This is an optimization exercise on Yosys and OpenROAD, whose aim is small area, not a production implementation.
Function was checked by simulation only, so behaviour that the tests miss may differ from the original.
No activity file was given, so power comes from the tool's default toggle rates.

<file path="design/flow/config.mk">
export PLATFORM = sky130hd
export DESIGN_NAME = ins_mem_responder
export DESIGN_NICKNAME = ins_mem_responder
export VERILOG_FILES = /design/flow/design.v
export SDC_FILE = /design/flow/constraint.sdc
export NUM_CORES = 4
export LEC_CHECK = 0
export CAP_MARGIN = 20
export CORE_MARGIN = 2
export CORE_UTILIZATION = 65
export CTS_BUF_LIST = sky130_fd_sc_hd__clkbuf_8
export CTS_CLUSTER_DIAMETER = 60
export CTS_CLUSTER_SIZE = 15
export GPL_TIMING_DRIVEN = 0
export SLEW_MARGIN = 20
export SYNTH_HIERARCHICAL = 1
export SYNTH_MEMORY_MAX_BITS = 8192
</file>
<file path="design/flow/constraint.sdc">
create_clock -name core_clock -period 6.0 [get_ports {clk}]
set_input_delay 1.2000 -clock core_clock [delete_from_list [all_inputs] [get_ports {clk}]]
set_output_delay 1.2000 -clock core_clock [all_outputs]
set_load 0.01 [all_outputs]
</file>
<file path="design/flow/design.v">
module ins_mem_responder #(
  parameter int unsigned ADDR_W = 8,
  parameter int unsigned DATA_W = 16,
  parameter int unsigned RD_LAT = 2
) (
  input  logic              clk,
  input  logic              rst,
  input  logic              en_ram_in,
  input  logic [ADDR_W-1:0] addr,
  input  logic              ld_we,
  input  logic [ADDR_W-1:0] ld_addr,
  input  logic [DATA_W-1:0] ld_data,
  output logic [DATA_W-1:0] ins,
  output logic              en_ram_out,
  output logic              busy,
  output logic              ovf
);
  localparam int unsigned Depth = 256;
  logic [1:0]  s_q;
  logic [7:0]  cur_addr_q;
  logic        ovf_q;
  logic [15:0] ins_q;
  logic [15:0] mem [Depth];
  wire st_wait   = ~s_q[1] & s_q[0];
  wire st_resp_p = s_q[1] & s_q[0];
  always_ff @(posedge clk) begin
    if (!rst) begin
      s_q   <= 2'b00;
      ovf_q <= 1'b0;
    end else begin
      s_q[1] <= st_wait;
      s_q[0] <= st_wait ? en_ram_in : (st_resp_p | en_ram_in);
      if (st_resp_p & en_ram_in) ovf_q <= 1'b1;
    end
  end
  always_ff @(posedge clk) begin
    if (!st_resp_p) cur_addr_q <= addr;
  end
  logic [15:0] wlo_n, whi_n;
  logic [Depth-1:0] wen;
  always_comb begin
    for (int i = 0; i < 16; i++) begin
      wlo_n[i] = ~(ld_we && ld_addr[3:0] == 4'(i));
      whi_n[i] = ~(ld_addr[7:4] == 4'(i));
    end
  end
  logic [15:0] rlo_n, rhi_n;
  logic [Depth-1:0] rsel;
  always_comb begin
    for (int i = 0; i < 16; i++) begin
      rlo_n[i] = ~(cur_addr_q[3:0] == 4'(i));
      rhi_n[i] = ~(cur_addr_q[7:4] == 4'(i));
    end
  end
  for (genvar w = 0; w < Depth; w++) begin : g_word
    imr_nor2 u_wen (.a(wlo_n[w % 16]), .b(whi_n[w / 16]), .y(wen[w]));
    imr_nor2 u_rsel (.a(rlo_n[w % 16]), .b(rhi_n[w / 16]), .y(rsel[w]));
  end
  always_ff @(posedge clk) begin
    for (int w = 0; w < Depth; w++) begin
      if (wen[w]) mem[w] <= ld_data;
    end
  end
  logic [15:0] rd;
  for (genvar b = 0; b < 16; b++) begin : g_bit
    logic [85:0] l1;   
    logic [21:0] l2;   
    logic [5:0]  l3;
    logic [1:0]  l4;
    for (genvar k = 0; k < 85; k++) begin : g_l1
      imr_aoi222 u (.a1(rsel[3*k]), .a2(mem[3*k][b]),
                    .b1(rsel[3*k+1]), .b2(mem[3*k+1][b]),
                    .c1(rsel[3*k+2]), .c2(mem[3*k+2][b]), .y(l1[k]));
    end
    imr_nand2 u_l1x (.a(rsel[255]), .b(mem[255][b]), .y(l1[85]));
    for (genvar k = 0; k < 21; k++) begin : g_l2
      imr_nand4 u (.a(l1[4*k]), .b(l1[4*k+1]), .c(l1[4*k+2]), .d(l1[4*k+3]), .y(l2[k]));
    end
    imr_nand2 u_l2x (.a(l1[84]), .b(l1[85]), .y(l2[21]));
    for (genvar k = 0; k < 5; k++) begin : g_l3
      imr_or4 u (.a(l2[4*k]), .b(l2[4*k+1]), .c(l2[4*k+2]), .d(l2[4*k+3]), .y(l3[k]));
    end
    imr_or2 u_l3x (.a(l2[20]), .b(l2[21]), .y(l3[5]));
    for (genvar k = 0; k < 2; k++) begin : g_l4
      imr_or3 u (.a(l3[3*k]), .b(l3[3*k+1]), .c(l3[3*k+2]), .y(l4[k]));
    end
    imr_or2 u_l5 (.a(l4[0]), .b(l4[1]), .y(rd[b]));
  end
  always_ff @(posedge clk) begin
    ins_q <= rd;
  end
  assign ins        = ins_q;
  assign en_ram_out = s_q[1];
  assign busy       = s_q[1] | s_q[0];
  assign ovf        = ovf_q;
endmodule
module imr_nor2 (input logic a, b, output logic y);
  assign y = ~(a | b);
endmodule
module imr_nand2 (input logic a, b, output logic y);
  assign y = ~(a & b);
endmodule
module imr_nand4 (input logic a, b, c, d, output logic y);
  assign y = ~(a & b & c & d);
endmodule
module imr_or2 (input logic a, b, output logic y);
  assign y = a | b;
endmodule
module imr_or3 (input logic a, b, c, output logic y);
  assign y = a | b | c;
endmodule
module imr_or4 (input logic a, b, c, d, output logic y);
  assign y = a | b | c | d;
endmodule
module imr_aoi222 (input logic a1, a2, b1, b2, c1, c2, output logic y);
  assign y = ~((a1 & a2) | (b1 & b2) | (c1 & c2));
endmodule
</file>
<file path="design/flow/run.sh">
#!/bin/bash
# synth_recipe.tcl (not shown) runs the flow's synth.tcl, then flattens the netlist and writes it again
# the make line also repeats each setting of config.mk as NAME=value (left out here)
make -C /OpenROAD-flow-scripts/flow DESIGN_CONFIG=/design/flow/config.mk WORK_HOME=/design/flow/orfs CLKGATE_MAP_FILE= SYNTH_SCRIPT=/design/flow/synth_recipe.tcl finish
</file>
==> results of run 1 <==
## power groups by stage
stage	sequential, mW	clock, mW	combinational [mW]
final	31.8	13.5	1.46
after global routing	31.8	14.6	1.46
after CTS	31.8	13.6	1.42
after detailed placement	32.4	0	1.42
after global placement	32.8	0	1.22
after floorplan	32.4	0	0.217
## through the flow
stage | total power [mW] | worst slack (ns) | instance area (µm²) | hold slack (ns)
after floorplan | 32.6 | 2.80 | 143000 | 0.483
after global placement | 34.0 | -5.50 | 147000 | 0.450
after detailed placement | 33.8 | 0.666 | 152000 | 0.450
after CTS | 46.8 | 0.644 | 156000 | 0.292
after global routing | 47.8 | 0.661 | 157000 | 0.348
final | 46.7 | 0.444 | 157000 | 0.402
## sequential cells by signal (all words and copies together) (netlist names)
| name | cells |
|---|---|
| mem | 4096 |
| s_q | 2 |
| ins_q | 16 |
| ovf_q | 1 |
| cur_addr_q | 8 |
## Yosys stat by module (local to each module, per instance)
module	times used	cell area, µm²	cells inside	flip-flops and latches
imr_or3	32	6.26	1	0
imr_nor2	512	3.75	1	0
ins_mem_responder	1	124000	4225	4123
imr_or4	80	7.51	1	0
imr_or2	32	6.26	1	0
imr_aoi222	1360	10.0	1	0
imr_nand2	32	3.75	1	0
imr_nand4	336	6.26	1	0
## area by class of cell
cell class | instances | area share [%]
timing repair buffer | 227 | 2.27
buffer | 3 | 0.0136
clock buffer | 336 | 2.95
clock inverter | 58 | 0.145
inverter | 1 | 0.00400
multi-input combinational | 2482 | 13.3
sequential | 4123 | 79.0
antenna | 20 | 0.0320
tap | 2871 | 2.29
## worst reg2reg max path: cells and delay by family (launching register included)
family           cells  cell delay [ns]
flip-flops           1             0.75
AO/OA/AOI/OAI        1             0.94
AND/OR/NAND/NOR      7             3.68
## how the worst max path moves through the flow
stage	slack, ns	cells past startpoint	endpoint
floorplan	2.80	4	mem[113][0]$_DFFE_PP_
global placement	-5.50	1	mem[174][3]$_DFFE_PP_
detailed placement	0.67	8	ins_q[4]$_DFF_P_
CTS	0.64	8	ins_q[4]$_DFF_P_
global route	0.66	8	ins_q[4]$_DFF_P_
finish	0.44	8	ins_q[8]$_DFF_P_
## cells in the mapped netlist, drive strengths merged
master  number  share of area [%]
nand3       22              0.077
or4         82               0.43
nand4      344                1.5
nor2       519                1.4
o21ai        1             0.0035
inv          1             0.0044
nand2       67               0.18
or3         34               0.15
buf          3              0.015
edfxtp    4104                 86
and3b        1             0.0061
nor2b       16              0.070
or2         33               0.14
a21oi        1             0.0035
a222oi    1360                9.5
nor3b        2              0.011
dfxtp       19               0.27
## kinds of logic after synthesis
| family | share of synthesized area, % |
|---|---|
| flops | 86.5 |
| compound gates | 9.53 |
| buf+inv | 0.0193 |
| simple gates | 3.94 |
## layout by cell type, fill, tap and decap left out, drive strengths merged, types with 4 or more instances in the layout
cell type and n:
or4 82, clkdlybuf4s50 36, edfxtp 4104, nand4 344, clkinv 4, or3 34, buf 194, diode 20
inv 53, a222oi 1360, or2 33, dfxtp 19, nand3 22, nand2 67, nor2b 16, nor2 519
clkbuf 336
## routing by layer
metal,track usage (%),wire [µm],vias up
met1,51.5,145000,40738
li1,-,-,31663
met2,54.3,189000,5953
met5,0.498,198,-
met3,8.04,53500,768
met4,15.0,19700,8
==> results.sh, run 1 <==
export IMPL_globalRoute_totalOverflow=0
export IMPL_worst_hold_startpoint="ld_data[14]"
export IMPL_first_global_vias=73228
export IMPL_timing_final_max_slew_violations=0
export IMPL_coreArea_mm2=0.219
export IMPL_grt_total_usage_pct=35.9
export IMPL_ant_nets=0
export IMPL_holdCritPathClass="in -> reg"
export IMPL_placed_cells=9704
export IMPL_route_detailed_wl_per_inst_um=40.3
export IMPL_critical_path_launch_point="cur_addr_q[5]$_DFFE_PN_"
export IMPL_max_vdd_ir_drop_mv=0.269
export IMPL_number_of_input_and_output_port_buffers_inserted=52
export IMPL_cts_htree_levels=5
export IMPL_longest_clk_path_bufs=4
export IMPL_num_io_pins=55
export IMPL_measured_slew_at_the_worst_slew_check_pin_ns=1.15
export IMPL_seqCellArea_mm2=0.124
export IMPL_whs_path_depth=1
export IMPL_outcome="complete, no violations"
export IMPL_min_delay_worst_endpoint="mem[105][14]$_DFFE_PP_"
export IMPL_later_pin_clock_latency_in_the_skew_report_ns=1.11
export IMPL_kind_of_cell_adding_the_most_delay_to_the_critical_path="simple AND/OR/NAND/NOR gates"
export IMPL_final_net_count=7199
export IMPL_synth_area_per_cell_um2=21.6
export IMPL_hold_buffers=0
export IMPL_cts_setup_buffers=0
export IMPL_layout_drive_gt1_share_pct=15.1
export IMPL_clock_skew_final_ns=0.0471
export IMPL_multi_input_area_mm2=0.0208
export IMPL_starting_density_of_the_core_pct=65.2
export IMPL_drt_first_iter_violations=18461
export IMPL_max_slew_margin_rel_pct=22.9
export IMPL_worst_path_buf_inv=0
export IMPL_cts_tree="built"
export IMPL_pint_mw=37.1
export IMPL_worst_setup_path_end_kind="flip-flop"
export IMPL_mappedNetlistArea_mm2=0.143
export IMPL_initial_antenna_violation_count=39
export IMPL_syn2layout_area_growth_pct=9.54
export IMPL_destination_of_the_worst_register_to_register_timing_path="ins_q[8]$_DFF_P_"
export IMPL_worstPathMaxFanout=16
export IMPL_design_die_area_mm2=0.224
export IMPL_floorplan_rows=172
export IMPL_finalCritPeriodShare_pct=92.6
export IMPL_dp_hpwl_mm=251
export IMPL_slowest_stage="a222oi_1"
export IMPL_clock_tree_root_cell="clkbuf_8"
export IMPL_comb_power_share_pct=3.1
export IMPL_timing_critical_path_arrival_ns=6.47
export IMPL_fin_tns_setup_ns=0
export IMPL_cts_resized=0
export IMPL_crit_reg2reg_launch="cur_addr_q[5]$_DFFE_PN_"
export IMPL_die_y_um=473
export IMPL_finalWorstPathRequiredPeriod_ns=5.56
export IMPL_finalHoldViolCount=0
export IMPL_drt_pass1_iterations=9
export IMPL_rsz_0062_raised_after_global_routing="no"
export IMPL_crit_path_cell_trace="nor2b_1, nand2_1, nor2_2, a222oi_1, nand4_1, or4_1, or3_1, or2_1"
export IMPL_maxClockFrequency_mhz=180
export IMPL_final_util_pct=71.4
export IMPL_largest_net_degree_at_the_start_of_global_routing=106
export IMPL_syn_nets=6645
export IMPL_synth_cells=6609
export IMPL_vias=79130
export IMPL_power_density_cell_area_mw_per_mm2=299
export IMPL_critical_path_required_ns=6.92
export IMPL_cap_violations=0
export IMPL_seq_area_frac_synth_pct=86.5
export IMPL_timing_final_setup_violations=0
export IMPL_routed_wl_mm=407
export IMPL_vias_per_cell=7.82
export IMPL_clock_sinks=4123
export IMPL_path_class="reg -> reg"
export IMPL_slack_of_the_worst_reg_to_reg_path_ns=0.44
export IMPL_startpoint_type="flip-flop"
export IMPL_yosysWarningCount=9
export IMPL_clk_transition_reported_paths_ns=0.09
export IMPL_gp_routability_congestion=0.843
export IMPL_final_fill_count=13186
export IMPL_total_clock_buffers_created_by_cts=325
export IMPL_die_width_um=473
export IMPL_r2r_cells=8
export IMPL_post_layout_nonfiller_instances=10121
export IMPL_post_route_drc_count=0
export IMPL_cpPeakStageDelay_ns=0.94
export IMPL_reported_net_switching_power_mw=9.65
export IMPL_grt_first_pass_wirelength_mm=555
export IMPL_synth_cell_types=20
export IMPL_clock_power_share_pct=28.9
export IMPL_p_leak_nw=46.7
export IMPL_power_switching_fraction_pct=20.7
export IMPL_synth_seq_cells=4123
export IMPL_pwr_share_seq_pct=68.0
==> run 2: changes to the inputs <==
--- a/design/flow/config.mk
+++ b/design/flow/config.mk
@@ -6,12 +6,12 @@
 export NUM_CORES = 4
 export LEC_CHECK = 0
-export CAP_MARGIN = 20
+export CAP_MARGIN = 15
 export CORE_MARGIN = 2
-export CORE_UTILIZATION = 65
+export CORE_UTILIZATION = 75
 export CTS_BUF_LIST = sky130_fd_sc_hd__clkbuf_8
 export CTS_CLUSTER_DIAMETER = 60
 export CTS_CLUSTER_SIZE = 15
 export GPL_TIMING_DRIVEN = 0
-export SLEW_MARGIN = 20
+export SLEW_MARGIN = 15
 export SYNTH_HIERARCHICAL = 1
 export SYNTH_MEMORY_MAX_BITS = 8192
==> run 2 against run 1 <==
Compared with the run above:
- non-clock buffer count is 36 lower
- combinational power is 3% lower
- wire length is 2.8% lower
- clock-buffer cell count is 5 lower
- flip-flop and latch count stayed put
- fmax is 2.4% higher
- die area is 13% lower
- still clean
- sequential share of layout area is 0.71 points higher
- hold slack worse by 0.087 ns
- final cell count is 4.1% lower
==> results.sh, run 2 <==
export IMPL_clk_transition_reported_paths_ns=0.09
export IMPL_p_leak_nw=46.3
export IMPL_ys_top_cells_by_area="edfxtp_1, a222oi_1, nand4_1, nor2_1, or4_1"
export IMPL_max_slew_margin_rel_pct=8.35
export IMPL_fin_area_mm2=0.155
export IMPL_total_power_mw=46.5
export IMPL_globalRoute_totalOverflow=0
export IMPL_post_synth_top_count_cell="edfxtp_1"
export IMPL_cts_tree="built"
export IMPL_first_global_vias=74617
export IMPL_globalRouteMet3Util_pct=11.3
export IMPL_path_class="reg -> reg"
export IMPL_outcome="complete, no violations"
export IMPL_yosys_area_top_type_share_pct=86.2
export IMPL_measured_slew_at_the_worst_slew_check_pin_ns=1.37
export IMPL_busiest_layer="met1"
export IMPL_cap_violations=0
export IMPL_synth_cells=6609
export IMPL_syn2layout_area_growth_pct=8.57
export IMPL_route_detailed_wl_per_inst_um=40.8
export IMPL_reg_largest_list="mem (4096), ins_q (16), cur_addr_q (8)"
export IMPL_later_pin_clock_latency_in_the_skew_report_ns=1.12
export IMPL_layout_common_cells="edfxtp_1, a222oi_1, nor2_2, nand4_1, clkbuf_8"
export IMPL_die_width_um=440
export IMPL_rsz_0062_raised_after_global_routing="no"
export IMPL_synth_area_per_cell_um2=21.6
export IMPL_postPlaceCellArea_mm2=0.150
export IMPL_synth_seq_cells=4123
export IMPL_final_common_cell="edfxtp_1"
export IMPL_num_io_pins=55
export IMPL_clock_sinks=4123
export IMPL_cts_resized=0
export IMPL_critical_path_required_ns=6.97
export IMPL_seq_area_frac_synth_pct=86.5
export IMPL_worst_hold_startpoint="ld_data[7]"
export IMPL_crit_reg2reg_launch="cur_addr_q[7]$_DFFE_PN_"
export IMPL_floorplan_rows=160
export IMPL_grt_total_usage_pct=40.8
export IMPL_grt_util_met2_pct=59.3
export IMPL_gp_routability_congestion=0.852
export IMPL_drt_pass1_iterations=11
export IMPL_worst_setup_path_end_kind="flip-flop"
export IMPL_final_net_count=7162
export IMPL_whs_path_depth=1
export IMPL_post_synth_top_area_cell="edfxtp_1"
export IMPL_ant_nets=0
export IMPL_design_die_area_mm2=0.194
export IMPL_startpoint_type="flip-flop"
export IMPL_pre_cts_ws_ns=0.820
export IMPL_clock_tree_root_cell="clkbuf_8"
export IMPL_power_density_cell_area_mw_per_mm2=300
export IMPL_number_of_input_and_output_port_buffers_inserted=52
export IMPL_holdCritPathClass="in -> reg"
export IMPL_finalCritPeriodShare_pct=90.4
export IMPL_post_route_drc_count=0
export IMPL_timing_final_max_slew_violations=0
export IMPL_grt_first_pass_wirelength_mm=546
export IMPL_fin_tns_setup_ns=0
export IMPL_commonest_cells_in_the_netlist="edfxtp_1, a222oi_1, nor2_1"
export IMPL_slack_of_the_worst_reg_to_reg_path_ns=0.57
export IMPL_synth_top_flop_cell="edfxtp_1"
export IMPL_cts_htree_levels=5
export IMPL_timing_final_ws_setup_ns=0.574
export IMPL_largest_net_degree_at_the_start_of_global_routing=119
export IMPL_drt_first_iter_violations=21978
export IMPL_final_util_pct=81.7
export IMPL_mappedNetlistArea_mm2=0.143
export IMPL_hold_buffers=0
export IMPL_finalWorstPathRequiredPeriod_ns=5.43
export IMPL_total_clock_buffers_created_by_cts=324
export IMPL_layout_drive_gt1_share_pct=12.9
export IMPL_vias_per_cell=8.31
export IMPL_die_y_um=440
export IMPL_routed_wl_mm=396
export IMPL_synth_enable_flop_cells=4104
export IMPL_vias=80651
export IMPL_max_vdd_ir_drop_mv=0.309
export IMPL_cts_setup_buffers=0
export IMPL_maxClockFrequency_mhz=184
export IMPL_use_met1_pct=59.8
export IMPL_syn_nets=6645
export IMPL_longest_clk_path_bufs=4
export IMPL_largest_reg_flops=4096
export IMPL_min_delay_worst_endpoint="mem[34][7]$_DFFE_PP_"
export IMPL_timing_final_setup_violations=0
export IMPL_clock_skew_final_ns=0.0349
export IMPL_initial_antenna_violation_count=44
export IMPL_regMostFlops="mem"
export IMPL_worstPathMaxFanout=16
export IMPL_async_reset_ff_share_pct=0
export IMPL_destination_of_the_worst_register_to_register_timing_path="ins_q[3]$_DFF_P_"
export IMPL_coreArea_mm2=0.190
export IMPL_synth_cell_types=20
export IMPL_finalHoldViolCount=0
export IMPL_timing_critical_path_arrival_ns=6.39
export IMPL_starting_density_of_the_core_pct=75.3
export IMPL_yosysWarningCount=9
export IMPL_r2r_cells=8
export IMPL_dp_hpwl_mm=242
-- run 2: worst max-delay path: stages, from the launching register on --
cell and delay, ns:
edfxtp_1 0.62, nor2_1 0.18, nand3_1 0.82, nor2_1 0.56, a222oi_1 0.91, nand4_1 0.49, or4_1 0.79, or3_1 0.58
or2_1 0.31
-- run 2: how the worst max path moves through the flow --
| stage | start | to | slack [ns] | depth (start not counted) |
|---|---|---|---|---|
| 2_1_floorplan | ld_addr[0] | mem[113][0]$_DFFE_PP_ | 2.80 | 4 |
| 3_3_place_gp | ld_data[14] | mem[204][14]$_DFFE_PP_ | -5.18 | 1 |
| 3_5_place_dp | cur_addr_q[0]$_DFFE_PN_ | ins_q[3]$_DFF_P_ | 0.82 | 8 |
| 4_1_cts | cur_addr_q[0]$_DFFE_PN_ | ins_q[3]$_DFF_P_ | 0.80 | 8 |
| 5_1_grt | cur_addr_q[7]$_DFFE_PN_ | ins_q[3]$_DFF_P_ | 0.59 | 8 |
| 6_report | cur_addr_q[7]$_DFFE_PN_ | ins_q[3]$_DFF_P_ | 0.57 | 8 |
-- run 2: power by group --
part           internal [mW]  leakage (nW)  total [mW]  switching, mW
Combinational          0.283          6.66        1.42           1.13
Clock                   4.99          2.60        13.3           8.28
Sequential              31.7          37.1        31.8         0.0658
-- run 2: cell type report --
class	count	area, µm²
well taps	2511	3140
flip-flops and latches	4123	124000
repair buffers	191	3060
clock inverters	43	169
multi-input cells	2482	20500
fillers	8776	34600
clock buffers	331	4560
diodes	24	60.1
inverters	1	6.26
plain buffers	3	21.3
-- run 2: per-layer routing --
layer	up-vias	share of wire, %
met2	8073	45
met1	40053	32
met4	24	5.0
met3	945	18
li1	31556	-
met5	-	0.078
-- run 2: through the flow --
stage	std cells	hold slack, ns
2_1_floorplan	6609	0.483
3_3_place_gp	9172	0.453
3_5_place_dp	9295	0.457
4_1_cts	9669	0.224
5_1_grt	9695	0.274
6_report	9709	0.315
-- run 2: logic make-up after synthesis --
| logic type | Yosys count | synth area share [%] |
|---|---|---|
| DFF | 4123 | 86.5 |
| AOI/OAI and AO/OA | 1362 | 9.53 |
| and+or+nand+nor | 1120 | 3.94 |
| buffers and inverters | 4 | 0.0193 |
-- run 2: per-module statistics from Yosys (local to each module, per instance) --
module | cells inside | flip-flops and latches
ins_mem_responder | 4225 | 4123
imr_nand2 | 1 | 0
imr_nor2 | 1 | 0
imr_or3 | 1 | 0
imr_aoi222 | 1 | 0
imr_or2 | 1 | 0
imr_or4 | 1 | 0
imr_nand4 | 1 | 0
==> run 3: changes to the inputs <==
--- a/design/flow/config.mk
+++ b/design/flow/config.mk
@@ -8,5 +8,5 @@
 export CAP_MARGIN = 15
 export CORE_MARGIN = 2
-export CORE_UTILIZATION = 75
+export CORE_UTILIZATION = 80
 export CTS_BUF_LIST = sky130_fd_sc_hd__clkbuf_8
 export CTS_CLUSTER_DIAMETER = 60
==> run 3 against run 2 <==
Compared with the run above:
- power about the same
- final area down 0.24%
- clock-buffer cell count up 4
- flip-flop and latch count unchanged
- core utilization up 5.2 points
- register-to-register slack worse by 0.29 ns
- hold slack better by 0.097 ns
- global-route usage up 2.2 points
==> results.sh, run 3 <==
export IMPL_cts_resized=0
export IMPL_layout_common_cells="edfxtp_1, a222oi_1, nor2_2, nand4_1, clkbuf_8"
export IMPL_postPlaceCellArea_mm2=0.150
export IMPL_cap_violations=0
export IMPL_total_power_mw=46.5
export IMPL_cts_htree_levels=5
export IMPL_starting_density_of_the_core_pct=80.3
export IMPL_timing_final_setup_violations=0
export IMPL_worst_hold_startpoint="ld_data[2]"
export IMPL_timing_critical_path_mode_cell="nor2_1"
export IMPL_reg_largest_list="mem (4096), ins_q (16), cur_addr_q (8)"
export IMPL_min_delay_worst_endpoint="mem[186][2]$_DFFE_PP_"
export IMPL_dp_hpwl_mm=237
export IMPL_regMostFlops="mem"
export IMPL_async_reset_ff_share_pct=0
export IMPL_destination_of_the_worst_register_to_register_timing_path="ins_q[5]$_DFF_P_"
export IMPL_pre_cts_ws_ns=0.937
export IMPL_cts_setup_buffers=0
export IMPL_worstPathMaxFanout=16
export IMPL_design_die_area_mm2=0.182
export IMPL_die_width_um=427
export IMPL_power_density_cell_area_mw_per_mm2=300
export IMPL_worst_path_buf_inv=0
export IMPL_slack_of_the_worst_reg_to_reg_path_ns=0.28
export IMPL_globalRoute_totalOverflow=0
export IMPL_final_hold_worst_slack_ns=0.412
export IMPL_whs_path_depth=1
export IMPL_placed_cells=9139
export IMPL_yosys_area_top_type_share_pct=86.2
export IMPL_max_slew_margin_rel_pct=10.9
export IMPL_max_vdd_ir_drop_mv=0.319
export IMPL_total_clock_buffers_created_by_cts=324
export IMPL_cpPeakStageDelay_ns=0.92
export IMPL_syn2layout_area_growth_pct=8.31
export IMPL_fin_tns_setup_ns=0
export IMPL_seq_area_frac_synth_pct=86.5
export IMPL_grt_total_usage_pct=43.0
export IMPL_gp_routability_congestion=0.949
export IMPL_ys_top_cells_by_area="edfxtp_1, a222oi_1, nand4_1, nor2_1, or4_1"
export IMPL_die_y_um=427
export IMPL_kind_of_cell_adding_the_most_delay_to_the_critical_path="simple AND/OR/NAND/NOR gates"
export IMPL_finalCritPeriodShare_pct=95.3
export IMPL_syn_nets=6645
export IMPL_final_fill_count=6799
export IMPL_r2r_cells=8
export IMPL_holdCritPathClass="in -> reg"
export IMPL_coreArea_mm2=0.178
export IMPL_synth_top_flop_cell="edfxtp_1"
export IMPL_synth_cells=6609
export IMPL_measured_slew_at_the_worst_slew_check_pin_ns=1.33
export IMPL_synth_area_per_cell_um2=21.6
export IMPL_drt_first_iter_violations=21677
export IMPL_finalWorstPathRequiredPeriod_ns=5.72
export IMPL_yosysWarningCount=9
export IMPL_clock_sinks=4123
export IMPL_final_common_cell="edfxtp_1"
export IMPL_synth_seq_cells=4123
export IMPL_worst_setup_path_end_kind="flip-flop"
export IMPL_synth_cell_types=20
export IMPL_finalHoldViolCount=0
export IMPL_path_class="reg -> reg"
export IMPL_startpoint_type="flip-flop"
export IMPL_vias=81520
export IMPL_mappedNetlistArea_mm2=0.143
export IMPL_initial_antenna_violation_count=43
export IMPL_ant_nets=0
export IMPL_route_detailed_wl_per_inst_um=41.1
export IMPL_vias_per_cell=8.54
export IMPL_clock_skew_final_ns=0.0479
export IMPL_timing_critical_path_arrival_ns=6.66
export IMPL_post_synth_top_area_cell="edfxtp_1"
export IMPL_num_io_pins=55
export IMPL_timing_final_ws_setup_ns=0.279
export IMPL_final_util_pct=86.9
export IMPL_cts_tree="built"
export IMPL_rsz_0062_raised_after_global_routing="no"
export IMPL_outcome="complete, no violations"
export IMPL_floorplan_rows=155
export IMPL_largest_net_degree_at_the_start_of_global_routing=122
export IMPL_post_layout_nonfiller_instances=9541
export IMPL_crit_path_cell_trace="nor2_1, nand3_1, nor2_1, a222oi_1, nand4_1, or4_1, or3_1, or2_1"
export IMPL_maxClockFrequency_mhz=175
export IMPL_post_route_drc_count=0
export IMPL_hold_buffers=0
export IMPL_synth_enable_flop_cells=4104
export IMPL_routed_wl_mm=392
export IMPL_grt_first_pass_wirelength_mm=542
export IMPL_longest_clk_path_bufs=4
export IMPL_critical_path_required_ns=6.94
export IMPL_slowest_stage="nand3_1"
export IMPL_p_leak_nw=46.1
export IMPL_crit_reg2reg_launch="cur_addr_q[6]$_DFFE_PN_"
export IMPL_clock_tree_root_cell="clkbuf_8"
export IMPL_drt_pass1_iterations=13
export IMPL_timing_final_max_slew_violations=0
export IMPL_number_of_input_and_output_port_buffers_inserted=52
export IMPL_fin_area_mm2=0.155
export IMPL_first_global_vias=76017
export IMPL_layout_drive_gt1_share_pct=13.1
export IMPL_final_net_count=7155
export IMPL_clk_transition_reported_paths_ns=0.09
export IMPL_later_pin_clock_latency_in_the_skew_report_ns=1.11
export IMPL_largest_reg_flops=4096
export IMPL_commonest_cells_in_the_netlist="edfxtp_1, a222oi_1, nor2_1"
export IMPL_post_synth_top_count_cell="edfxtp_1"
## run 3: cell counts after synthesis
No cell type changed its count.
## run 3: layout make-up
cell class                 instances  area, µm²  area share (%)
buffer                             3       21.3          0.0137
timing repair buffer             184       2830            1.83
multi-input combinational       2482      20500            13.3
clock inverter                    31        116          0.0752
clock buffer                     335       4610            2.98
sequential                      4123     124000            79.9
tap                             2355       2950            1.90
antenna                           27       67.6          0.0437
inverter                           1       6.26         0.00404
## run 3: power breakdown
group | switching (mW) | leakage [nW] | internal (mW)
clock | 8.28 | 2.57 | 5.03
sequential | 0.0474 | 37.1 | 31.7
combinational | 1.12 | 6.51 | 0.273
total | 9.44 | 46.1 | 37.0
## run 3: worst max-delay path by stage
stage | from | to | slack (ns) | depth (start not counted)
global placement | ld_data[9] | mem[187][9]$_DFFE_PP_ | -4.55 | 1
finish | cur_addr_q[6]$_DFFE_PN_ | ins_q[5]$_DFF_P_ | 0.28 | 8
global route | cur_addr_q[7]$_DFFE_PN_ | ins_q[5]$_DFF_P_ | 0.53 | 8
floorplan | ld_addr[0] | mem[113][0]$_DFFE_PP_ | 2.80 | 4
detailed placement | cur_addr_q[6]$_DFFE_PN_ | ins_q[5]$_DFF_P_ | 0.94 | 8
CTS | cur_addr_q[7]$_DFFE_PN_ | ins_q[5]$_DFF_P_ | 0.78 | 8
## run 3: logic make-up after synthesis
group / Yosys count / synth area share (%)
AOI/OAI and AO/OA: 1362 / 9.53
buffers and inverters: 4 / 0.0193
DFF: 4123 / 86.5
and+or+nand+nor: 1120 / 3.94
## run 3: per-module statistics from Yosys (local to each module, per instance), a selection
module             cell area, µm²  cells inside  flops+latches
imr_nand4                    6.26             1              0
imr_nand2                    3.75             1              0
imr_aoi222                   10.0             1              0
imr_or4                      7.51             1              0
imr_or3                      6.26             1              0
imr_nor2                     3.75             1              0
ins_mem_responder          124000          4225           4123
## run 3: metal layers
metal / GRT usage [%] / wire length (µm)
met1: 58.6 / 117000
met2: 64.0 / 180000
met3: 12.3 / 67100
met4: 25.0 / 27300
met5: 0 / 49
==> run 4: changes to the inputs <==
==> design/flow/flow/run.sh (new file) <==
#!/bin/bash
# Standard layout, except that clock tree synthesis inserts no dummy loads.
# Everything else (synthesis, floorplan, placement, routing) is the standard flow's own
# standard.sh. The make output goes to flow_make.log; each ORFS step keeps its
# own log under orfs/logs/.
set -euo pipefail
CTS="-sink_clustering_enable -repair_clock_nets -dont_use_dummy_load"
CTS="$CTS -sink_clustering_size 16 -sink_clustering_max_diameter 60"
CTS="$CTS -buf_list sky130_fd_sc_hd__clkbuf_8"
export CTS_ARGS="$CTS"
bash standard.sh "CTS_ARGS=$CTS" finish > flow_make.log 2>&1
==> design/flow/standard.sh (new file) <==
#!/bin/bash
# synth_recipe.tcl (not shown) runs the flow's synth.tcl, then flattens the netlist and writes it again
# the make line also repeats each setting of config.mk as NAME=value (left out here)
make -C /OpenROAD-flow-scripts/flow DESIGN_CONFIG=/design/flow/config.mk WORK_HOME=/design/flow/orfs CLKGATE_MAP_FILE= SYNTH_SCRIPT=/design/flow/synth_recipe.tcl "${@:-finish}"
--- a/design/flow/config.mk
+++ b/design/flow/config.mk
@@ -8,8 +8,8 @@
 export CAP_MARGIN = 15
 export CORE_MARGIN = 2
-export CORE_UTILIZATION = 80
+export CORE_UTILIZATION = 75
 export CTS_BUF_LIST = sky130_fd_sc_hd__clkbuf_8
 export CTS_CLUSTER_DIAMETER = 60
-export CTS_CLUSTER_SIZE = 15
+export CTS_CLUSTER_SIZE = 16
 export GPL_TIMING_DRIVEN = 0
 export SLEW_MARGIN = 15
removed: design/flow/run.sh
==> run 4 against run 3 <==
Compared with the run above:
- still clean
- via count down 1.3%
- critical path depth unchanged
- register-to-register slack better by 0.23 ns
- fmax up 4.3%
- power down 1.3%
- hold slack worse by 0.12 ns
- combinational power about the same
- sequential share of layout area up 0.070 points
- setup slack better by 0.23 ns
- critical path type unchanged
==> results.sh, run 4 <==
export IMPL_outcome="complete, no violations"
export IMPL_measured_slew_at_the_worst_slew_check_pin_ns=1.32
export IMPL_largest_reg_flops=4096
export IMPL_largest_net_degree_at_the_start_of_global_routing=119
export IMPL_timing_final_ws_setup_ns=0.513
export IMPL_critical_path_required_ns=6.97
export IMPL_die_width_um=440
export IMPL_synth_cell_types=20
export IMPL_power_switching_fraction_pct=20.2
export IMPL_post_route_drc_count=0
export IMPL_r2r_cells=8
export IMPL_layout_common_cells="edfxtp_1, a222oi_1, nor2_2, nand4_1, clkbuf_8"
export IMPL_rsz_0062_raised_after_global_routing="no"
export IMPL_synth_enable_flop_cells=4104
export IMPL_routed_wl_mm=395
export IMPL_timing_final_max_slew_violations=0
export IMPL_dp_hpwl_mm=242
export IMPL_final_common_cell="edfxtp_1"
export IMPL_yosys_area_top_type_share_pct=86.2
export IMPL_coreArea_mm2=0.190
export IMPL_post_layout_nonfiller_instances=9649
export IMPL_worstPathMaxFanout=16
export IMPL_comb_power_share_pct=3.1
export IMPL_synth_top_flop_cell="edfxtp_1"
export IMPL_finalWorstPathRequiredPeriod_ns=5.49
export IMPL_clock_power_share_pct=27.6
export IMPL_grt_total_usage_pct=40.7
export IMPL_finalHoldViolCount=0
export IMPL_drt_first_iter_violations=21253
export IMPL_holdCritPathClass="in -> reg"
export IMPL_design_die_area_mm2=0.194
export IMPL_starting_density_of_the_core_pct=75.3
export IMPL_maxClockFrequency_mhz=182
export IMPL_drt_pass1_iterations=12
export IMPL_clock_sinks=4123
export IMPL_mappedNetlistArea_mm2=0.143
export IMPL_max_slew_margin_rel_pct=11.5
export IMPL_commonest_cells_in_the_netlist="edfxtp_1, a222oi_1, nor2_1"
export IMPL_cts_setup_buffers=0
export IMPL_gp_routability_congestion=0.852
export IMPL_clk_transition_reported_paths_ns=0.11
export IMPL_async_reset_ff_share_pct=0
export IMPL_placed_cells=9295
export IMPL_pwr_share_seq_pct=69.3
export IMPL_power_density_cell_area_mw_per_mm2=297
export IMPL_die_y_um=440
export IMPL_final_net_count=7143
export IMPL_cts_resized=0
export IMPL_timing_final_setup_violations=0
export IMPL_number_of_input_and_output_port_buffers_inserted=52
export IMPL_path_class="reg -> reg"
export IMPL_worst_setup_path_end_kind="flip-flop"
export IMPL_synth_area_per_cell_um2=21.6
export IMPL_startpoint_type="flip-flop"
export IMPL_hold_buffers=0
export IMPL_ys_top_cells_by_area="edfxtp_1, a222oi_1, nand4_1, nor2_1, or4_1"
export IMPL_seq_area_frac_synth_pct=86.5
export IMPL_clock_tree_root_cell="clkbuf_8"
export IMPL_num_io_pins=55
export IMPL_final_hold_worst_slack_ns=0.295
export IMPL_reported_net_switching_power_mw=9.25
export IMPL_pint_mw=36.6
export IMPL_post_synth_top_count_cell="edfxtp_1"
export IMPL_floorplan_rows=160
export IMPL_p_leak_nw=45.9
export IMPL_regMostFlops="mem"
export IMPL_synth_seq_cells=4123
export IMPL_yosysWarningCount=9
export IMPL_initial_antenna_violation_count=48
export IMPL_layout_drive_gt1_share_pct=12.6
export IMPL_syn_nets=6645
export IMPL_route_detailed_wl_per_inst_um=41.0
export IMPL_max_vdd_ir_drop_mv=0.310
export IMPL_vias_per_cell=8.34
export IMPL_clock_skew_final_ns=0.0340
export IMPL_fin_tns_setup_ns=0
export IMPL_vias=80475
export IMPL_timing_critical_path_arrival_ns=6.46
export IMPL_syn2layout_area_growth_pct=8.21
export IMPL_later_pin_clock_latency_in_the_skew_report_ns=1.10
export IMPL_total_clock_buffers_created_by_cts=307
export IMPL_post_synth_top_area_cell="edfxtp_1"
export IMPL_cts_tree="built"
export IMPL_reg_largest_list="mem (4096), ins_q (16), cur_addr_q (8)"
export IMPL_synth_cells=6609
export IMPL_cts_htree_levels=5
export IMPL_finalCritPeriodShare_pct=91.4
export IMPL_first_global_vias=74556
export IMPL_longest_clk_path_bufs=4
export IMPL_whs_path_depth=1
export IMPL_cap_violations=0
export IMPL_ant_nets=0
export IMPL_grt_first_pass_wirelength_mm=545
export IMPL_globalRoute_totalOverflow=0
export IMPL_pre_cts_ws_ns=0.820
==> run 4: cell types whose count changed in the layout (fill, tap and decap cells not counted), moves of 7 or more <==
cell,previous run,this run
inv_1,31,0
nor2_2,408,392
clkbuf_8,335,307
buf_6,47,33
buf_16,36,43
nor2_1,111,127
==> run 4: cells by family (layout without fill, tap and decap cells) <==
logic type | after synthesis | after routing | share of synthesized area [%]
buf+inv | 4 | 500 | 0.0193
compound gates | 1362 | 1362 | 9.53
other cells | 0 | 33 | 0
flops | 4123 | 4123 | 86.5
simple gates | 1120 | 1120 | 3.94
==> run 4: path summary, 6_finish.rpt <==
kind,start,end,slack (ns)
hold / removal,ld_data[7],mem[35][7]$_DFFE_PP_,0.30
setup reg to reg,cur_addr_q[7]$_DFFE_PN_,ins_q[13]$_DFF_P_,0.51
setup / recovery,cur_addr_q[7]$_DFFE_PN_,ins_q[13]$_DFF_P_,0.51
hold reg to reg,ovf_q$_SDFFE_PN0P_,ovf_q$_SDFFE_PN0P_,0.49
==> run 4: per-module statistics from Yosys, one instance, submodules excluded <==
module	cells inside	area, µm²	times used	flops+latches
imr_aoi222	1	10.0	1360	0
imr_or2	1	6.26	32	0
ins_mem_responder	4225	124000	1	4123
imr_nor2	1	3.75	512	0
imr_or3	1	6.26	32	0
imr_nand4	1	6.26	336	0
imr_nand2	1	3.75	32	0
imr_or4	1	7.51	80	0
==> run 4: power by group through the flow <==
stage / clock network [mW] / logic (mW) / registers (mW)
after global placement: 0 / 1.16 / 32.8
final: 12.7 / 1.41 / 31.8
after detailed placement: 0 / 1.34 / 32.4
after floorplan: 0 / 0.217 / 32.4
after CTS: 12.7 / 1.34 / 31.8
after global routing: 13.6 / 1.40 / 31.8
==> run 4: final cells by class <==
| cell class | instances | area (µm²) |
|---|---|---|
| plain buffers | 3 | 21.3 |
| repair buffers | 189 | 3030 |
| flip-flops and latches | 4123 | 124000 |
| well taps | 2511 | 3140 |
| clock buffers | 307 | 4230 |
| inverters | 1 | 6.26 |
| diodes | 33 | 82.6 |
| multi-input cells | 2482 | 20500 |
| fillers | 8818 | 35200 |
==> run 4: layer usage <==
layer / vias to the layer above / share of wire (%) / track usage, %
met5: - / 0.12 / 0
met4: 24 / 4.8 / 17.9
met3: 894 / 18 / 11.2
met2: 7891 / 46 / 59.3
met1: 40172 / 32 / 59.6
li1: 31494 / - / -
==> run 4: critical path, stage by stage, from the launching register on <==
cell and delay (ns):
edfxtp_1 0.63, nor2_1 0.17, nand3_1 0.85, nor2_1 0.59, a222oi_1 0.74, nand4_1 0.53
or4_1 0.84, or3_1 0.62, or2_1 0.35
==> run 4: per-stage QoR <==
stage	instance area, µm²	utilization [%]	total power [mW]
final	155000	81.5	45.9
after global routing	155000	81.4	46.8
after floorplan	143000	-	32.6
after global placement	147000	77.2	34.0
after detailed placement	150000	79.0	33.8
after CTS	154000	81.2	45.8
==> run 5: changes to the inputs <==
--- a/design/flow/config.mk
+++ b/design/flow/config.mk
@@ -8,5 +8,5 @@
 export CAP_MARGIN = 15
 export CORE_MARGIN = 2
-export CORE_UTILIZATION = 75
+export CORE_UTILIZATION = 80
 export CTS_BUF_LIST = sky130_fd_sc_hd__clkbuf_8
 export CTS_CLUSTER_DIAMETER = 60
==> run 5 against run 4 <==
Compared with the run above:
- synthesized area is the same
- critical path depth is the same
- fmax shrank 0.14%
- combinational power is essentially flat
- synthesized cell count is the same
- final cell count shrank 1.7%
- die area shrank 6.2%
- largest power group unchanged
- highest routed layer unchanged
==> results.sh, run 5 <==
export IMPL_reported_net_switching_power_mw=9.25
export IMPL_timing_critical_path_arrival_ns=6.44
export IMPL_max_slew_margin_rel_pct=12.8
export IMPL_final_net_count=7145
export IMPL_fin_tns_setup_ns=0
export IMPL_vias_per_cell=8.56
export IMPL_globalRoute_totalOverflow=0
export IMPL_syn_nets=6645
export IMPL_regMostFlops="mem"
export IMPL_clk_transition_reported_paths_ns=0.09
export IMPL_design_die_area_mm2=0.182
export IMPL_syn2layout_area_growth_pct=7.99
export IMPL_clock_tree_root_cell="clkbuf_8"
export IMPL_drt_first_iter_violations=21232
export IMPL_seq_area_frac_synth_pct=86.5
export IMPL_yosysWarningCount=9
export IMPL_routed_wl_mm=390
export IMPL_final_common_cell="edfxtp_1"
export IMPL_synth_cells=6609
export IMPL_async_reset_ff_share_pct=0
export IMPL_vias=81255
export IMPL_layout_drive_gt1_share_pct=12.8
export IMPL_number_of_input_and_output_port_buffers_inserted=52
export IMPL_dp_hpwl_mm=237
export IMPL_final_fill_count=6883
export IMPL_worstPathMaxFanout=16
export IMPL_maxClockFrequency_mhz=182
export IMPL_cts_setup_buffers=0
export IMPL_drt_pass1_iterations=14
export IMPL_clock_sinks=4123
export IMPL_later_pin_clock_latency_in_the_skew_report_ns=1.09
export IMPL_path_class="reg -> reg"
export IMPL_layout_common_cells="edfxtp_1, a222oi_1, nor2_2, nand4_1, clkbuf_8"
export IMPL_startpoint_type="flip-flop"
export IMPL_largest_net_degree_at_the_start_of_global_routing=122
export IMPL_clock_power_share_pct=27.7
export IMPL_die_width_um=427
export IMPL_cts_tree="built"
export IMPL_r2r_cells=8
export IMPL_first_global_vias=75741
export IMPL_coreArea_mm2=0.178
export IMPL_clock_skew_final_ns=0.0475
export IMPL_rsz_0062_raised_after_global_routing="no"
export IMPL_longest_clk_path_bufs=4
export IMPL_timing_final_setup_violations=0
export IMPL_pint_mw=36.6
export IMPL_outcome="complete, no violations"
export IMPL_gp_routability_congestion=0.949
export IMPL_grt_first_pass_wirelength_mm=540
export IMPL_synth_enable_flop_cells=4104
export IMPL_fin_area_mm2=0.154
export IMPL_finalWorstPathRequiredPeriod_ns=5.49
export IMPL_post_route_drc_count=0
export IMPL_max_vdd_ir_drop_mv=0.331
export IMPL_commonest_cells_in_the_netlist="edfxtp_1, a222oi_1, nor2_1"
export IMPL_post_layout_nonfiller_instances=9487
export IMPL_cap_violations=0
export IMPL_starting_density_of_the_core_pct=80.3
export IMPL_die_y_um=427
export IMPL_ys_top_cells_by_area="edfxtp_1, a222oi_1, nand4_1, nor2_1, or4_1"
export IMPL_total_clock_buffers_created_by_cts=307
export IMPL_synth_area_per_cell_um2=21.6
export IMPL_synth_cell_types=20
export IMPL_finalCritPeriodShare_pct=91.6
export IMPL_cts_htree_levels=5
export IMPL_synth_seq_cells=4123
export IMPL_measured_slew_at_the_worst_slew_check_pin_ns=1.30
export IMPL_hold_buffers=0
export IMPL_whs_path_depth=1
export IMPL_route_detailed_wl_per_inst_um=41.1
export IMPL_power_switching_fraction_pct=20.2
export IMPL_p_leak_nw=45.8
export IMPL_grt_total_usage_pct=42.8
export IMPL_ant_nets=0
export IMPL_mappedNetlistArea_mm2=0.143
export IMPL_placed_cells=9139
export IMPL_timing_final_max_slew_violations=0
export IMPL_reg_largest_list="mem (4096), ins_q (16), cur_addr_q (8)"
export IMPL_power_density_cell_area_mw_per_mm2=297
export IMPL_initial_antenna_violation_count=37
export IMPL_critical_path_required_ns=6.95
export IMPL_post_synth_top_area_cell="edfxtp_1"
export IMPL_yosys_area_top_type_share_pct=86.2
export IMPL_floorplan_rows=155
export IMPL_synth_top_flop_cell="edfxtp_1"
export IMPL_holdCritPathClass="in -> reg"
export IMPL_post_synth_top_count_cell="edfxtp_1"
export IMPL_pwr_share_seq_pct=69.3
export IMPL_total_power_mw=45.8
export IMPL_postPlaceCellArea_mm2=0.150
export IMPL_num_io_pins=55
export IMPL_cts_resized=0
export IMPL_comb_power_share_pct=3.0
export IMPL_worst_setup_path_end_kind="flip-flop"
export IMPL_finalHoldViolCount=0
export IMPL_largest_reg_flops=4096
## run 5: cell counts after synthesis
Identical to the previous run, type by type.
## run 5: per-layer routing
layer | GRT usage [%] | wire [µm]
met3 | 11.3 | 66300
met4 | 25.1 | 27500
met2 | 63.5 | 179000
met5 | 0 | 57
met1 | 59.0 | 118000
## run 5: power by group through the flow
stage | clock, mW | combinational [mW] | sequential (mW)
floorplan | 0 | 0.217 | 32.4
global placement | 0 | 1.12 | 32.8
detailed placement | 0 | 1.30 | 32.4
CTS | 12.6 | 1.30 | 31.8
global route | 13.5 | 1.37 | 31.8
finish | 12.7 | 1.39 | 31.8
## run 5: area by class of cell
class                   count  area (µm²)  area share (%)
diodes                     25        62.6          0.0405
plain buffers               3        21.3          0.0138
clock buffers             307        4230            2.74
inverters                   1        6.26         0.00405
multi-input cells        2482       20500            13.3
flip-flops and latches   4123      124000            80.1
well taps                2355        2950            1.91
repair buffers            191        2920            1.89
## run 5: stage by stage
stage | worst slack, ns | util [%] | hold WS (ns)
global route | 0.657 | 86.7 | 0.392
detailed placement | 0.937 | 84.0 | 0.453
floorplan | 2.80 | - | 0.483
finish | 0.506 | 86.7 | 0.412
CTS | 0.902 | 86.4 | 0.344
global placement | -4.55 | 82.2 | 0.448
## run 5: final timing paths
check	start	endpoint	slack, ns
worst max-delay path	cur_addr_q[6]$_DFFE_PN_	ins_q[0]$_DFF_P_	0.51
worst min-delay path	ld_data[2]	mem[186][2]$_DFFE_PP_	0.41
worst max register to register	cur_addr_q[6]$_DFFE_PN_	ins_q[0]$_DFF_P_	0.51
worst min register to register	ovf_q$_SDFFE_PN0P_	ovf_q$_SDFFE_PN0P_	0.48
## run 5: modules after synthesis, one instance, submodules excluded
module	cells inside	flip-flops and latches
imr_aoi222	1	0
imr_or4	1	0
imr_nand4	1	0
imr_nor2	1	0
imr_or3	1	0
ins_mem_responder	4225	4123
imr_or2	1	0
imr_nand2	1	0
## run 5: kinds of logic after synthesis
family / after synthesis / share of synthesized area [%]
and+or+nand+nor: 1120 / 3.94
DFF: 4123 / 86.5
buffers and inverters: 4 / 0.0193
AOI/OAI and AO/OA: 1362 / 9.53
## run 5: worst max-delay path, cell delays in order (launching register included)
cell	delay, ns
edfxtp_1	0.65
nor2b_1	0.29
nand2_1	0.85
nor2_1	0.59
a222oi_1	0.78
nand4_1	0.44
or4_1	0.83
or3_1	0.54
or2_1	0.35

## separate check: timing with driven ports
In the flow no input, the clock included, has a driving cell. The finished layouts below were timed again as built, in two steps. Step 1 assumes that a clkbuf_16 drives the clock port and a buf_2 every other input. Step 2 adds t to the input delays and takes it off the output delays; t is the mean of the earliest and latest rising clock arrival at the registers after step 1. Input paths then give back, and output paths get back, about the clock's delay inside the block. Slacks: ideal / step 1 / step 2; pairs: ideal / step 1.
run | t, ns | setup WS [ns] | worst data-port slew with drivers (ns)
run 1 | 1.183 | 0.444 / 0.444 / 0.444 | 0.21
run 2 | 1.182 | 0.574 / 0.574 / 0.574 | 0.18
run 3 | 1.174 | 0.279 / 0.279 / 0.279 | 0.33
run 4 | 1.176 | 0.513 / 0.513 / 0.513 | 0.21
run 5 | 1.164 | 0.506 / 0.506 / 0.506 | 0.35
After both steps every run listed still meets setup and hold.
